This is an optimization exercise on Yosys and OpenROAD, whose aim is small area, not a production implementation. In this exercise RTL edits were held to simulation tests only and were not proved equivalent to the original.

==> build 74: inputs <==
==> flow/design.v <==
package datapath_pkg;
	typedef enum logic [5-1:0] {
		opAdd   = 5'd0,
		opSub   = 5'd1,
		opAnd   = 5'd2,
		opOr    = 5'd3,
		opShr   = 5'd4,
		opShra  = 5'd5,
		opShl   = 5'd6,
		opRor   = 5'd7,
		opRol   = 5'd8,
		opMul   = 5'd9,
		opDiv   = 5'd10,
		opNeg   = 5'd11,
		opNot   = 5'd12,
		opIncPc = 5'd13
	} aluOp_e;
endpackage
module busMux (
	output logic [32-1:0] bus,
	input  logic                 regSel,
	input  logic [7:0]           outStrobe,
	input  logic [32-1:0] regRdData,
	input  logic [32-1:0] hi,
	input  logic [32-1:0] lo,
	input  logic [32-1:0] zHi,
	input  logic [32-1:0] zLo,
	input  logic [32-1:0] pc,
	input  logic [32-1:0] mdr,
	input  logic [32-1:0] inport,
	input  logic [32-1:0] cSignExt
);
	logic [7:0] sel;
	logic       blocked;
	always_comb begin
		blocked = regSel;
		for (int k = 7; k >= 0; k--) begin
			sel[k]  = outStrobe[k] & ~blocked;
			blocked = blocked | outStrobe[k];
		end
	end
	assign bus = regRdData
		| ({32{sel[7]}} & hi)
		| ({32{sel[6]}} & lo)
		| ({32{sel[5]}} & zHi)
		| ({32{sel[4]}} & zLo)
		| ({32{sel[3]}} & pc)
		| ({32{sel[2]}} & mdr)
		| ({32{sel[1]}} & inport)
		| ({32{sel[0]}} & cSignExt);
endmodule
module registerFile (
	input  logic                 clock,
	input  logic                 rstN,
	input  logic [16-1:0] wrEn,
	input  logic [16-1:0] rdSel,
	input  logic [32-1:0] bus,
	output logic [32-1:0] rdData
);
	logic [32-1:0] regs [16];
	genvar i;
	generate
		for (i = 0; i < 16; i++) begin : gReg
			logic ld, hd;
			assign ld = wrEn[i] & rstN;
			assign hd = ~wrEn[i] & rstN;
			always_ff @(posedge clock) begin
				regs[i] <= ({32{ld}} & bus) | ({32{hd}} & regs[i]);
			end
		end
	endgenerate
	always_comb begin
		rdData = '0;
		for (int k = 0; k < 16; k++)
			rdData = rdData | ({32{rdSel[k]}} & regs[k]);
	end
endmodule
module selectEncode (
	input  logic [31:0]          ir,
	input  logic                 gra,
	input  logic                 grb,
	input  logic                 grc,
	input  logic                 rIn,
	input  logic                 rdValid,
	input  logic                 baOut,
	output logic [16-1:0] wrEn,
	output logic [16-1:0] rdSel,
	output logic [32-1:0] cSignExt
);
	logic [3:0] field;
	always_comb begin
		if (gra)      field = ir[26:23];
		else if (grb) field = ir[22:19];
		else if (grc) field = ir[18:15];
		else          field = 4'd0;
	end
	always_comb begin
		for (int k = 0; k < 16; k++) begin
			wrEn[k]  = rIn && (field == k);
			rdSel[k] = rdValid && (field == k);
		end
		if (baOut) rdSel[0] = 1'b0;
	end
	assign cSignExt = {{13{ir[18]}}, ir[18:0]};
endmodule
module alu (
	input  logic [32-1:0]   a,
	input  logic [32-1:0]   b,
	input  logic [4:0]             op,
	input  logic                   incPc,
	output logic [2*32-1:0] result
);
	logic [4:0]  shamt, rotAmt;
	logic [31:0] rot, maskHi, maskLo, shiftRes;
	logic [31:0] addX, addY, sum;
	logic        addC;
	logic [63:0] mulDiv;
	logic signed [63:0] product;
	logic signed [31:0] quotient, remainder;
	always_comb begin
		addX = a;
		addY = b;
		addC = 1'b0;
		if (incPc || op == 5'd13) begin
			addX = '0;
			addC = 1'b1;
		end else if (op == 5'd11) begin
			addX = '0;
			addY = ~b;
			addC = 1'b1;
		end else if (op == 5'd1) begin
			addY = ~b;
			addC = 1'b1;
		end
	end
	assign sum = addX + addY + {31'b0, addC};
	assign shamt  = b[4:0];
	assign rotAmt = (op == 5'd6 || op == 5'd8) ? (5'd0 - shamt) : shamt;
	assign rot    = ({a, a} >> rotAmt);
	always_comb begin
		for (int j = 0; j < 32; j++) begin
			maskLo[j] = (j < shamt);           
			maskHi[j] = ((31 - j) < shamt);    
		end
	end
	always_comb begin
		case (op)
			5'd4:    shiftRes = rot & ~maskHi;
			5'd5:    shiftRes = (rot & ~maskHi) | ({32{a[31]}} & maskHi);
			5'd6:    shiftRes = rot & ~maskLo;
			default: shiftRes = rot;
		endcase
	end
	assign product = $signed(a) * $signed(b);
	always_comb begin
		if (b == '0) begin
			quotient  = '1;
			remainder = a;
		end else if (a == {1'b1, {(32-1){1'b0}}} && b == '1) begin
			quotient  = {1'b1, {(32-1){1'b0}}};
			remainder = '0;
		end else begin
			quotient  = $signed(a) / $signed(b);
			remainder = $signed(a) % $signed(b);
		end
	end
	assign mulDiv = (op == 5'd9) ? product : {remainder, quotient};
	always_comb begin
		result = '0;
		if (incPc) begin
			result[31:0] = sum;
		end else begin
			case (op)
				5'd0, 5'd1, 5'd11, 5'd13: result[31:0] = sum;
				5'd2:                     result[31:0] = a & b;
				5'd3:                     result[31:0] = a | b;
				5'd4, 5'd5, 5'd6, 5'd7, 5'd8: result[31:0] = shiftRes;
				5'd9, 5'd10:              result = mulDiv;
				5'd12:                    result[31:0] = ~b;
				default:                  result = '0;
			endcase
		end
	end
endmodule
module ldReg #(parameter int W = 32) (
	input  logic         clock,
	input  logic         rstN,
	input  logic         load,
	input  logic [W-1:0] d,
	output logic [W-1:0] q
);
	logic ld, hd;
	assign ld = load & rstN;
	assign hd = ~load & rstN;
	always_ff @(posedge clock) begin
		q <= ({W{ld}} & d) | ({W{hd}} & q);
	end
endmodule
module specialRegs (
	input  logic                   clock,
	input  logic                   rstN,
	input  logic [9:0]             load,
	input  logic                   memRead,
	input  logic [32-1:0]   bus,
	input  logic [32-1:0]   memData,
	input  logic [32-1:0]   inportData,
	input  logic [2*32-1:0] aluResult,
	output logic [32-1:0]   ir,
	output logic [32-1:0]   ry,
	output logic [32-1:0]   pc,
	output logic [32-1:0]   zHi,
	output logic [32-1:0]   zLo,
	output logic [32-1:0]   hi,
	output logic [32-1:0]   lo,
	output logic [32-1:0]   mdr,
	output logic [32-1:0]   inport,
	output logic [32-1:0]   marAddr,
	output logic [32-1:0]   outportData
);
	logic [32-1:0] mdrNext;
	assign mdrNext = memRead ? memData : bus;
	ldReg uPc      (.clock(clock), .rstN(rstN), .load(load[9]), .d(bus),        .q(pc));
	ldReg uIr      (.clock(clock), .rstN(rstN), .load(load[8]), .d(bus),        .q(ir));
	ldReg uRy      (.clock(clock), .rstN(rstN), .load(load[7]), .d(bus),        .q(ry));
	ldReg uZHi     (.clock(clock), .rstN(rstN), .load(load[6]), .d(aluResult[2*32-1:32]), .q(zHi));
	ldReg uZLo     (.clock(clock), .rstN(rstN), .load(load[6]), .d(aluResult[32-1:0]), .q(zLo));
	ldReg uHi      (.clock(clock), .rstN(rstN), .load(load[5]), .d(bus),        .q(hi));
	ldReg uLo      (.clock(clock), .rstN(rstN), .load(load[4]), .d(bus),        .q(lo));
	ldReg uMar     (.clock(clock), .rstN(rstN), .load(load[3]), .d(bus),        .q(marAddr));
	ldReg uMdr     (.clock(clock), .rstN(rstN), .load(load[2]), .d(mdrNext),    .q(mdr));
	ldReg uInport  (.clock(clock), .rstN(rstN), .load(load[1]), .d(inportData), .q(inport));
	ldReg uOutport (.clock(clock), .rstN(rstN), .load(load[0]), .d(bus),        .q(outportData));
endmodule
module dataPath (
	input  logic                        clock,
	input  logic                        rstN,
	input  logic [30:0]                 ctrl,
	input  logic [32-1:0]        memData,
	input  logic [32-1:0]        inportData,
	output logic [32-1:0]        marAddr,
	output logic [32-1:0]        outportData,
	output logic [32-1:0]        busValue
);
	logic [16-1:0]   regWrEn;
	logic [16-1:0]   regRdSel;
	logic [32-1:0]   regRdData;
	logic [32-1:0]   cSignExt;
	logic [32-1:0]   ir, ry, pc, zHi, zLo, hi, lo, mdr, inport;
	logic [2*32-1:0] aluResult;
	logic                   regSel;
	assign regSel = ctrl[26] | ctrl[25];
	busMux uBusMux (
		.bus       (busValue),
		.regSel    (regSel),
		.outStrobe (ctrl[13:6]),
		.regRdData (regRdData),
		.hi        (hi),
		.lo        (lo),
		.zHi       (zHi),
		.zLo       (zLo),
		.pc        (pc),
		.mdr       (mdr),
		.inport    (inport),
		.cSignExt  (cSignExt)
	);
	selectEncode uSelectEncode (
		.ir       (ir),
		.gra      (ctrl[30]),
		.grb      (ctrl[29]),
		.grc      (ctrl[28]),
		.rIn      (ctrl[27]),
		.rdValid  (regSel),
		.baOut    (ctrl[25]),
		.wrEn     (regWrEn),
		.rdSel    (regRdSel),
		.cSignExt (cSignExt)
	);
	registerFile uRegisterFile (
		.clock  (clock),
		.rstN   (rstN),
		.wrEn   (regWrEn),
		.rdSel  (regRdSel),
		.bus    (busValue),
		.rdData (regRdData)
	);
	alu uAlu (
		.a      (ry),
		.b      (busValue),
		.op     (ctrl[4:0]),
		.incPc  (ctrl[14]),
		.result (aluResult)
	);
	specialRegs uSpecialRegs (
		.clock       (clock),
		.rstN        (rstN),
		.load        ({ctrl[24:17], ctrl[16], ctrl[15]}),
		.memRead     (ctrl[5]),
		.bus         (busValue),
		.memData     (memData),
		.inportData  (inportData),
		.aluResult   (aluResult),
		.ir          (ir),
		.ry          (ry),
		.pc          (pc),
		.zHi         (zHi),
		.zLo         (zLo),
		.hi          (hi),
		.lo          (lo),
		.mdr         (mdr),
		.inport      (inport),
		.marAddr     (marAddr),
		.outportData (outportData)
	);
endmodule
==> flow/run.sh <==
#!/bin/bash
# synth_recipe.tcl (not shown) runs the flow's synth.tcl, then flattens the netlist and writes it again
# the make line also repeats each setting of config.mk as NAME=value (left out here)
make -C /OpenROAD-flow-scripts/flow DESIGN_CONFIG=/design/flow/config.mk WORK_HOME=/design/flow/orfs CLKGATE_MAP_FILE= SYNTH_SCRIPT=/design/flow/synth_recipe.tcl finish
==> flow/config.mk <==
export PLATFORM = sky130hd
export DESIGN_NAME = dataPath
export DESIGN_NICKNAME = dataPath
export VERILOG_FILES = /design/flow/design.v
export SDC_FILE = /design/flow/constraint.sdc
export NUM_CORES = 4
export LEC_CHECK = 0
export CAP_MARGIN = 20
export CORE_MARGIN = 2
export CORE_UTILIZATION = 30
export PLACE_DENSITY = 0.4
export SLEW_MARGIN = 20
==> flow/constraint.sdc <==
create_clock -name core_clock -period 120.0 [get_ports {clock}]
set_input_delay 24.0000 -clock core_clock [delete_from_list [all_inputs] [get_ports {clock}]]
set_output_delay 24.0000 -clock core_clock [all_outputs]
set_load 0.01 [all_outputs]
==> trial 41: changes against build 74 <==
--- a/flow/design.v
+++ b/flow/design.v
@@ -104,4 +104,176 @@
 	assign cSignExt = {{13{ir[18]}}, ir[18:0]};
 endmodule
+module mulDivArray (
+	input  logic [31:0] a,
+	input  logic [31:0] b,
+	input  logic        mul,
+	output logic [63:0] result
+);
+	localparam int NC = 66;
+	localparam logic [63:0] KMUL = 64'h5555_5556_0000_0000;
+	logic        sA, sB, bZero, div;
+	logic [31:0] absA, absB, absAg;
+	logic [31:0] n0, n1, n2, n3, n4, dN;
+	logic [4:0]  k;
+	logic [63:0] xInit;
+	assign div   = ~mul;
+	assign sA    = a[31];
+	assign sB    = b[31];
+	assign bZero = (b == 32'd0);
+	assign absA  = sA ? (~a + 32'd1) : a;
+	assign absB  = sB ? (~b + 32'd1) : b;
+	assign absAg = div ? absA : 32'd0;
+	assign k[4] = ~|absB[31:16];
+	assign n0   = k[4] ? {absB[15:0], 16'd0} : absB;
+	assign k[3] = ~|n0[31:24];
+	assign n1   = k[3] ? {n0[23:0], 8'd0} : n0;
+	assign k[2] = ~|n1[31:28];
+	assign n2   = k[2] ? {n1[27:0], 4'd0} : n1;
+	assign k[1] = ~|n2[31:30];
+	assign n3   = k[1] ? {n2[29:0], 2'd0} : n2;
+	assign k[0] = ~n3[31];
+	assign n4   = k[0] ? {n3[30:0], 1'b0} : n3;
+	assign dN   = n4;
+	assign xInit = {32'd0, absAg} << k;
+	logic [33:0]   xc;           
+	logic [NC-1:0] sv [17];      
+	logic [NC-1:0] cv [17];      
+	logic [NC-1:0] c2;           
+	logic [31:0]   qPos, qNeg;   
+	assign xc = mul ? {a[31], a[31], a} : {2'b00, dN};
+	always_comb begin
+		sv[16] = '0;
+		cv[16] = '0;
+		sv[16][63:0] = xInit;
+		cv[16][63:0] = mul ? KMUL : 64'd0;
+	end
+	genvar r, c;
+	generate
+		for (r = 15; r >= 0; r--) begin : gRow
+			logic [6:0] s7, c7;
+			logic signed [6:0] e;
+			logic [2:0] dHat;
+			logic signed [6:0] m2, m1, m0, mn1;
+			logic ge2, ge1, ge0, gen1;
+			logic qOne, qTwo, qNegD;       
+			logic bOne, bTwo, bNeg;        
+			logic one, two, neg;
+			logic [34:0] op;
+			assign s7   = sv[r+1][2*r+34:2*r+28];
+			assign c7   = cv[r+1][2*r+34:2*r+28];
+			assign e    = s7 + c7;
+			assign dHat = dN[30:28];
+			always_comb begin
+				case (dHat)
+					3'd0: begin m2 = 7'sd12; m1 = 7'sd4; m0 = -7'sd5; mn1 = -7'sd13; end
+					3'd1: begin m2 = 7'sd14; m1 = 7'sd4; m0 = -7'sd5; mn1 = -7'sd15; end
+					3'd2: begin m2 = 7'sd15; m1 = 7'sd5; m0 = -7'sd6; mn1 = -7'sd16; end
+					3'd3: begin m2 = 7'sd17; m1 = 7'sd5; m0 = -7'sd6; mn1 = -7'sd18; end
+					3'd4: begin m2 = 7'sd18; m1 = 7'sd6; m0 = -7'sd7; mn1 = -7'sd19; end
+					3'd5: begin m2 = 7'sd20; m1 = 7'sd6; m0 = -7'sd7; mn1 = -7'sd21; end
+					3'd6: begin m2 = 7'sd21; m1 = 7'sd7; m0 = -7'sd8; mn1 = -7'sd22; end
+					default: begin m2 = 7'sd23; m1 = 7'sd7; m0 = -7'sd8; mn1 = -7'sd24; end
+				endcase
+			end
+			assign ge2  = (e >= m2);
+			assign ge1  = (e >= m1);
+			assign ge0  = (e >= m0);
+			assign gen1 = (e >= mn1);
+			assign qNegD = ge1;                        
+			assign qTwo  = ge2 | ~gen1;
+			assign qOne  = (ge1 & ~ge2) | (gen1 & ~ge0);
+			assign qPos[2*r+1:2*r] = {ge2, ge1 & ~ge2};
+			assign qNeg[2*r+1:2*r] = {~gen1, gen1 & ~ge0};
+			if (r == 0) begin : gB
+				assign bOne = b[0];
+				assign bTwo = b[1] & ~b[0];
+				assign bNeg = b[1];
+			end else begin : gB
+				assign bOne = b[2*r] ^ b[2*r-1];
+				assign bTwo = (b[2*r+1] & ~b[2*r] & ~b[2*r-1]) | (~b[2*r+1] & b[2*r] & b[2*r-1]);
+				assign bNeg = b[2*r+1] & ~(b[2*r] & b[2*r-1]);
+			end
+			assign one = mul ? bOne : qOne;
+			assign two = mul ? bTwo : qTwo;
+			assign neg = mul ? bNeg : qNegD;
+			for (c = 0; c < 35; c++) begin : gOp
+				if (c == 0)
+					assign op[c] = (one & xc[0]) ^ neg;
+				else if (c < 33)
+					assign op[c] = ((one & xc[c]) | (two & xc[c-1])) ^ neg;
+				else if (c == 33)
+					assign op[c] = ((one & xc[33]) | (two & xc[32])) ^ neg ^ mul;
+				else
+					assign op[c] = div & neg;
+			end
+			for (c = 0; c < NC; c++) begin : gCol
+				if (c >= 2*r && c <= 2*r + 34) begin : gFa
+					logic x, y, z;
+					assign x = sv[r+1][c];
+					assign y = (c == 2*r) ? neg : cv[r+1][c];
+					assign z = op[c-2*r];
+					assign sv[r][c] = x ^ y ^ z;
+					if (c < 2*r + 34) begin : gC
+						assign cv[r][c+1] = (x & y) | (x & z) | (y & z);
+					end else begin : gC
+						assign c2[c+1] = (x & y) | (x & z) | (y & z);
+					end
+				end else begin : gPass
+					assign sv[r][c] = sv[r+1][c];
+				end
+				if (c == 2*r) begin : gC0
+					assign cv[r][c] = 1'b0;
+				end else if (c < 2*r || c >= 2*r + 35) begin : gCp
+					assign cv[r][c] = cv[r+1][c];
+				end
+			end
+		end
+	endgenerate
+	generate
+		for (c = 0; c < NC; c++) begin : gC2z
+			if (c < 35 || (c % 2) == 0) begin : gZ
+				assign c2[c] = 1'b0;
+			end
+		end
+	endgenerate
+	logic [63:0] fs, fc, fsum;
+	assign fc[35] = 1'b0;
+	generate
+		for (c = 0; c < 64; c++) begin : gFold
+			if (c < 35) begin : gLo
+				assign fs[c] = sv[0][c];
+				assign fc[c] = cv[0][c];
+			end else if ((c % 2) == 0) begin : gEven
+				logic x, y;
+				assign x = sv[0][c];
+				assign y = cv[0][c];
+				assign fs[c] = x ^ y;
+				if (c < 63) begin : gCy
+					assign fc[c+1] = x & y;
+				end
+			end else begin : gOdd
+				logic x, y, z;
+				assign x = sv[0][c];
+				assign y = cv[0][c];
+				assign z = c2[c];
+				assign fs[c] = x ^ y ^ z;
+				if (c < 63) begin : gCy
+					assign fc[c+1] = (x & y) | (x & z) | (y & z);
+				end
+			end
+		end
+	endgenerate
+	assign fsum = fs + fc;
+	logic        rNeg, negQ;
+	logic [31:0] rc, remMag, quoMag, quo, rem;
+	assign rNeg   = fsum[34];
+	assign rc     = fsum[31:0] + (rNeg ? dN : 32'd0);
+	assign remMag = rc >> k;
+	assign quoMag = qPos + ~qNeg + {31'd0, ~rNeg};
+	assign negQ   = (sA ^ sB) & ~bZero;
+	assign quo    = bZero ? 32'hFFFF_FFFF : (negQ ? (~quoMag + 32'd1) : quoMag);
+	assign rem    = bZero ? a : (sA ? (~remMag + 32'd1) : remMag);
+	assign result = mul ? fsum : {rem, quo};
+endmodule
 module alu (
 	input  logic [32-1:0]   a,
@@ -116,6 +288,4 @@
 	logic        addC;
 	logic [63:0] mulDiv;
-	logic signed [63:0] product;
-	logic signed [31:0] quotient, remainder;
 	always_comb begin
 		addX = a;
@@ -152,18 +322,10 @@
 		endcase
 	end
-	assign product = $signed(a) * $signed(b);
-	always_comb begin
-		if (b == '0) begin
-			quotient  = '1;
-			remainder = a;
-		end else if (a == {1'b1, {(32-1){1'b0}}} && b == '1) begin
-			quotient  = {1'b1, {(32-1){1'b0}}};
-			remainder = '0;
-		end else begin
-			quotient  = $signed(a) / $signed(b);
-			remainder = $signed(a) % $signed(b);
-		end
-	end
-	assign mulDiv = (op == 5'd9) ? product : {remainder, quotient};
+	mulDivArray uMulDiv (
+		.a      (a),
+		.b      (b),
+		.mul    (op == 5'd9),
+		.result (mulDiv)
+	);
 	always_comb begin
 		result = '0;
==> comparison table <==
Measured slew at the worst slew-check pin: trial 41 1.29 ns; build 74 1.18 ns
Worst-case clock skew: trial 41 0.0721 ns; build 74 0.0737 ns
Required time worst endpoint: trial 41 120.60 ns; build 74 120.62 ns
Global-route track usage on met1: trial 41 43.8%; build 74 41.7%
Non-filler instance count after layout: trial 41 14491; build 74 20588
Area of all sequential standard cells: trial 41 0.0172 mm²; build 74 0.0172 mm²
Count of standard-cell rows: trial 41 197; build 74 221
Gp weighted congestion: trial 41 0.977; build 74 0.984
Number of DRC violations after detailed-routing iteration 0: trial 41 9850; build 74 11710
Clock distribution area overhead in the final layout: trial 41 3.22%; build 74 2.53%
Outcome: trial 41 complete, no violations; build 74 complete, no violations
Average wire per cell in the routed design: trial 41 34.1 µm; build 74 29.7 µm
Commonest non-fill, non-tap cell in the layout: trial 41 nand2_1; build 74 buf_4
Non-clock inverter total of the final layout: trial 41 591; build 74 1339
Average size of a mapped cell: trial 41 8.01 µm²; build 74 7.77 µm²
Post-route fraction of the period consumed by the critical path: trial 41 89.7%; build 74 95.6%
Instance area at placement: trial 41 0.0943 mm²; build 74 0.131 mm²
Portion of the post-synthesis area used by sequential elements: trial 41 19.7%; build 74 15.7%
Min-delay src: trial 41 uRegisterFile.regs[7][29]; build 74 uRegisterFile.regs[9][11]
Crit path capture: trial 41 uSpecialRegs.uZHi.q[29]; build 74 uSpecialRegs.uZLo.q[15]

port drivers added, routing unchanged:
In the flow no input, the clock included, has a driving cell. The finished layouts below were timed again as built, in two steps. Step 1, drivers: a clkbuf_16 drives clock and a buf_2 each remaining input, both assumed. Step 2 adds t to the input delays and takes it off the output delays; t is the mean of the earliest and latest rising clock arrival at the registers after step 1. Input paths then give back, and output paths get back, about the clock's delay inside the block. Three values: ideal, step 1, step 2; two values: the first two.
| run | t (ns) | setup WS [ns] | worst hold slack (ns) |
|---|---|---|---|
| build 74 | 0.807 | 5.254 / 5.310 / 4.503 | 0.451 / 0.451 / 0.451 |
| trial 41 | 0.810 | 12.371 / 12.429 / 11.618 | 0.445 / 0.445 / 0.445 |
After both steps every run listed still meets setup and hold. The setup slack of trial 41, which loses most, moves by +0.058 ns with the drivers and by -0.753 ns with both steps.
